Background: an optimization exercise with open tools, aiming at small area, a short achievable clock period and few clock cycles per item. Do not read the settings as production practice.
Where RTL was checked, it was by simulation tests only, not by an equivalence proof against the original.
No activity file was given, so power comes from the tool's default toggle rates.

==> module mpuTop, before the edit <==
module mpuTop
#(
    parameter logic [4-1:0] peNum = '0
) (
    input  wire                     clk,
    input  wire                     reset,
    input  wire [64-1:0]    MsgData,
    input  wire                     MsgEmpty,
    input  wire [288-1:0]   CacheReadData,
    input  wire [256-1:0]   ReadData,
    input  wire                     ReadReady,
    input  wire                     AvFull,
    output logic                    MsgRead,
    output logic [10-1:0] CacheAddr,
    output logic                    CacheWriteEn,
    output logic [288-1:0]  CacheWriteData,
    output logic                    StartRead,
    output logic [33-1:0]  ReadAddress,
    output logic                    AvWrite,
    output logic [33-1:0] AvData
);
    localparam int VW = mpuPkg::VREC_WIDTH;
    logic stAddr;     
    logic stLook;     
    logic stFetch;    
    logic stPush;     
    logic idle;
    mpuPkg::msgFieldsT msg;
    logic [10-1:0] idxReg;
    mpuPkg::cacheLineT cacheLine;
    logic                    hit;
    logic [256-1:0]  base;
    logic [256-1:0]  newData;
    logic [32-1:0] newValExt;
    logic [1:0]              updV;
    logic [1:0]              degNz;
    logic                    update;
    logic                    push;
    logic                    finish;      
    logic                    done;
    assign idle      = !(stAddr || stLook || stFetch || stPush);
    assign cacheLine = CacheReadData;
    assign hit       = cacheLine.valid && (cacheLine.tag == msg.tag);
    assign newValExt = {{(32-31){1'b0}}, msg.newVal};
    assign base = stFetch ? ReadData : cacheLine.data;
    mpuPkg::vertexRecT rec0, rec1;
    mpuPkg::vertexRecT cRec0, cRec1, rRec0, rRec1;
    assign rec0  = base[0 +: VW];
    assign rec1  = base[VW +: VW];
    assign cRec0 = cacheLine.data[0 +: VW];
    assign cRec1 = cacheLine.data[VW +: VW];
    assign rRec0 = ReadData[0 +: VW];
    assign rRec1 = ReadData[VW +: VW];
    logic [32-1:0] nvInv;
    logic [1:0]              updC, updR;
    assign nvInv = ~newValExt;
    lessThan32 cmpC0 (.a(newValExt), .na(nvInv), .b(mpuPkg::byteSwap(cRec0.tempProp)),
                      .en(stLook && !msg.which), .lt(updC[0]));
    lessThan32 cmpC1 (.a(newValExt), .na(nvInv), .b(mpuPkg::byteSwap(cRec1.tempProp)),
                      .en(stLook && msg.which), .lt(updC[1]));
    lessThan32 cmpR0 (.a(newValExt), .na(nvInv), .b(mpuPkg::byteSwap(rRec0.tempProp)),
                      .en(stFetch && !msg.which), .lt(updR[0]));
    lessThan32 cmpR1 (.a(newValExt), .na(nvInv), .b(mpuPkg::byteSwap(rRec1.tempProp)),
                      .en(stFetch && msg.which), .lt(updR[1]));
    assign updV = updC | updR;
    assign degNz[0] = rec0.edgeDeg != '0;
    assign degNz[1] = rec1.edgeDeg != '0;
    logic                    selC, selR;
    logic [1:0]              propC, propR;
    logic [32-1:0] nvSwap;
    logic [32-1:0] nvGate [2];
    assign selC   = !stFetch;
    assign selR   = stFetch;
    assign nvSwap = mpuPkg::byteSwap(newValExt);
    for (genvar v = 0; v < 2; v++) begin : gVtx
        assign propC[v]  = selC && !updC[v];
        assign propR[v]  = selR && !updR[v];
        assign nvGate[v] = nvSwap & {32{updV[v]}};
        for (genvar k = 0; k < VW; k++) begin : gBit
            if (k >= 64) begin : gProp
                propBit pb (.c(cacheLine.data[v*VW+k]), .r(ReadData[v*VW+k]),
                             .sc(propC[v]), .sr(propR[v]), .n(nvGate[v][k%32]),
                             .o(newData[v*VW+k]));
            end else if (k == 0) begin : gActive
                assign newData[v*VW] = (v == 0 ? rec0.active : rec1.active) ||
                                       (updV[v] && degNz[v]);
            end else begin : gPlain
                lineBit lb (.c(cacheLine.data[v*VW+k]), .r(ReadData[v*VW+k]),
                            .sc(selC), .sr(selR), .o(newData[v*VW+k]));
            end
        end
    end
    assign update = |updV;
    assign push   = msg.which ? (updV[1] && !rec1.active && degNz[1])
                              : (updV[0] && !rec0.active && degNz[0]);
    assign finish = (stLook && hit) || (stFetch && ReadReady);
    assign done   = (finish || stPush) && !AvFull;
    assign MsgRead      = !reset && !MsgEmpty && (idle || done);
    assign StartRead    = stLook && !hit;
    assign CacheWriteEn = (stLook && hit && update) || (stFetch && ReadReady);
    assign AvWrite      = !AvFull && ((finish && push) || stPush);
    assign CacheAddr    = stAddr ? MsgData[36 +: 10] : idxReg;
    always_ff @(posedge clk) begin
        if (reset) begin
            stAddr  <= 1'b0;
            stLook  <= 1'b0;
            stFetch <= 1'b0;
            stPush  <= 1'b0;
        end else begin
            stAddr  <= MsgRead;
            stLook  <= stAddr;
            stFetch <= (stLook && !hit) || (stFetch && !ReadReady);
            stPush  <= ((finish && push) || stPush) && AvFull;
        end
    end
    always_ff @(posedge clk) begin
        if (reset) begin
            idxReg <= '0;
        end else if (stAddr) begin
            idxReg <= MsgData[36 +: 10];
        end
    end
    always_ff @(posedge clk) begin
        if (stAddr) begin
            msg.tag    <= MsgData[46 +: 18];
            msg.which  <= MsgData[35];
            msg.newVal <= MsgData[31-1:0];
        end
    end
    assign msg.index = idxReg;
    assign CacheWriteData = {1'b1, {(288-256-18-1){1'b0}}, msg.tag, newData};
    assign ReadAddress    = {1'b0, peNum, msg.tag[13-1:0], idxReg,
                             {5{1'b0}}};
    assign AvData         = {msg.tag, idxReg, msg.which,
                             {(33-18-10-1){1'b0}}};
endmodule
==> flow/config.mk <==
export PLATFORM = sky130hd
export DESIGN_NAME = mpuTop
export DESIGN_NICKNAME = mpuTop
export VERILOG_FILES = /design/flow/design.v
export SDC_FILE = /design/flow/constraint.sdc
export NUM_CORES = 4
export LEC_CHECK = 0
export CAP_MARGIN = 20
export CORE_AREA = 7 7 203 203
export CTS_BUF_LIST = sky130_fd_sc_hd__clkbuf_8
export DIE_AREA = 0 0 210 210
export PLACE_DENSITY = 0.55
export SETUP_SLACK_MARGIN = 0.3
export SLEW_MARGIN = 20
export SYNTH_HIERARCHICAL = 1
export SYNTH_MINIMUM_KEEP_SIZE = 0
export BUFFER_PORTS_ARGS = -buffer_cell sky130_fd_sc_hd__buf_1
export PLACE_PINS_ARGS = -min_distance 1 -min_distance_in_tracks -exclude left:95-115
export PRE_IO_PLACEMENT_TCL = /design/flow/flow/pins.tcl
==> flow/constraint.sdc <==
create_clock -name core_clock -period 5.0 [get_ports {clk}]
set_input_delay 1.0000 -clock core_clock [delete_from_list [all_inputs] [get_ports {clk}]]
set_output_delay 1.0000 -clock core_clock [all_outputs]
set_load 0.01 [all_outputs]
standard.sh (not shown) runs the stock make flow with config.mk's settings and CLKGATE_MAP_FILE= SYNTH_SCRIPT=/design/flow/synth_recipe.tcl, a recipe that flattens the netlist after the stock synthesis.
==> flow/flow/run.sh <==
#!/bin/bash
set -euo pipefail
HERE=$(pwd)
cat >> config.mk <<EOC
export BUFFER_PORTS_ARGS = -buffer_cell sky130_fd_sc_hd__buf_1
export PLACE_PINS_ARGS = -min_distance 1 -min_distance_in_tracks -exclude left:95-115
export PRE_IO_PLACEMENT_TCL = $HERE/flow/pins.tcl
EOC
bash standard.sh > flow.log 2>&1
==> flow/flow/pins.tcl <==
# Clock pin in the middle of the left edge, alone in the excluded stretch
place_pin -pin_name clk -layer met3 -location {0 105} -pin_size {0.6 0.6} -force_to_die_boundary
The starting point finished with timing, DRC and antenna clean.
Change:
--- a/flow/design.v
+++ b/flow/design.v
@@ -172,6 +172,7 @@
     logic stLook;     
     logic stFetch;    
     logic stPush;     
+    logic cmpSelR;    
     logic idle;
     mpuPkg::msgFieldsT msg;
     logic [10-1:0] idxReg;
@@ -200,17 +201,14 @@
     assign rRec0 = ReadData[0 +: VW];
     assign rRec1 = ReadData[VW +: VW];
     logic [32-1:0] nvInv;
-    logic [1:0]              updC, updR;
+    logic [32-1:0] cmpT0, cmpT1;
     assign nvInv = ~newValExt;
-    lessThan32 cmpC0 (.a(newValExt), .na(nvInv), .b(mpuPkg::byteSwap(cRec0.tempProp)),
-                      .en(stLook && !msg.which), .lt(updC[0]));
-    lessThan32 cmpC1 (.a(newValExt), .na(nvInv), .b(mpuPkg::byteSwap(cRec1.tempProp)),
-                      .en(stLook && msg.which), .lt(updC[1]));
-    lessThan32 cmpR0 (.a(newValExt), .na(nvInv), .b(mpuPkg::byteSwap(rRec0.tempProp)),
-                      .en(stFetch && !msg.which), .lt(updR[0]));
-    lessThan32 cmpR1 (.a(newValExt), .na(nvInv), .b(mpuPkg::byteSwap(rRec1.tempProp)),
-                      .en(stFetch && msg.which), .lt(updR[1]));
-    assign updV = updC | updR;
+    assign cmpT0 = cmpSelR ? rRec0.tempProp : cRec0.tempProp;
+    assign cmpT1 = cmpSelR ? rRec1.tempProp : cRec1.tempProp;
+    lessThan32 cmp0 (.a(newValExt), .na(nvInv), .b(mpuPkg::byteSwap(cmpT0)), .en(!msg.which),
+                     .lt(updV[0]));
+    lessThan32 cmp1 (.a(newValExt), .na(nvInv), .b(mpuPkg::byteSwap(cmpT1)), .en(msg.which),
+                     .lt(updV[1]));
     assign degNz[0] = rec0.edgeDeg != '0;
     assign degNz[1] = rec1.edgeDeg != '0;
     logic                    selC, selR;
@@ -221,8 +219,8 @@
     assign selR   = stFetch;
     assign nvSwap = mpuPkg::byteSwap(newValExt);
     for (genvar v = 0; v < 2; v++) begin : gVtx
-        assign propC[v]  = selC && !updC[v];
-        assign propR[v]  = selR && !updR[v];
+        assign propC[v]  = selC && !updV[v];
+        assign propR[v]  = selR && !updV[v];
         assign nvGate[v] = nvSwap & {32{updV[v]}};
         for (genvar k = 0; k < VW; k++) begin : gBit
             if (k >= 64) begin : gProp
@@ -254,11 +252,14 @@
             stLook  <= 1'b0;
             stFetch <= 1'b0;
             stPush  <= 1'b0;
+            cmpSelR <= 1'b0;
         end else begin
             stAddr  <= MsgRead;
             stLook  <= stAddr;
             stFetch <= (stLook && !hit) || (stFetch && !ReadReady);
             stPush  <= ((finish && push) || stPush) && AvFull;
+            cmpSelR <= (stLook && !hit) || (stFetch && !ReadReady) ||
+                       (((finish && push) || stPush) && AvFull);
         end
     end
     always_ff @(posedge clk) begin
Area after synthesis went down by about 7%.
Worst hold slack loses 0.086 ns.
Die area stays the same.
Routed wire length grows by 30%.
Flip-flop and latch count is higher by 1.
Critical path depth does not change.
Total power is higher by about 1.8%.
First-iteration DRC count rose by 18%.
Clock skew rose by 0.0049 ns.
Fmax rose by 0.72%.
Clock power falls by about 14%.
Testbench counts after the change, summed over its fixed seeds: cycles 9,769, items 2,400.
Function not checked in the first run of this note: the RTL went through the layout flow alone.

[what the ideal ports hide]
In the flow no input, the clock included, has a driving cell. The finished layouts below were timed again as built, in two steps.
Step 1 (the two cells are an assumption about what drives the block):
set clk [get_ports {clk}]
set_driving_cell -lib_cell sky130_fd_sc_hd__clkbuf_16 $clk
set_driving_cell -lib_cell sky130_fd_sc_hd__buf_2 [delete_from_list [all_inputs] $clk]
Step 2 moves the port delays by t, midway between the first and last clock arrival at a register: inputs arrive t later, outputs are due t later. That takes back most of the time a late clock gives input paths.
Three values: no drivers, after step 1, after step 2; two values: the first two.
| run | t (ns) | slack for setup (ns) | worst setup path after step 2 |
|---|---|---|---|
| the first run | 0.397 | 0.475 / 0.446 / 0.446 | input to output |
| the second run | 0.416 | 0.507 / 0.463 / 0.463 | input to output |
After both steps every run listed still meets setup and hold. The setup slack of the second run, which loses most, moves by -0.044 ns with the drivers and by -0.044 ns with both steps.
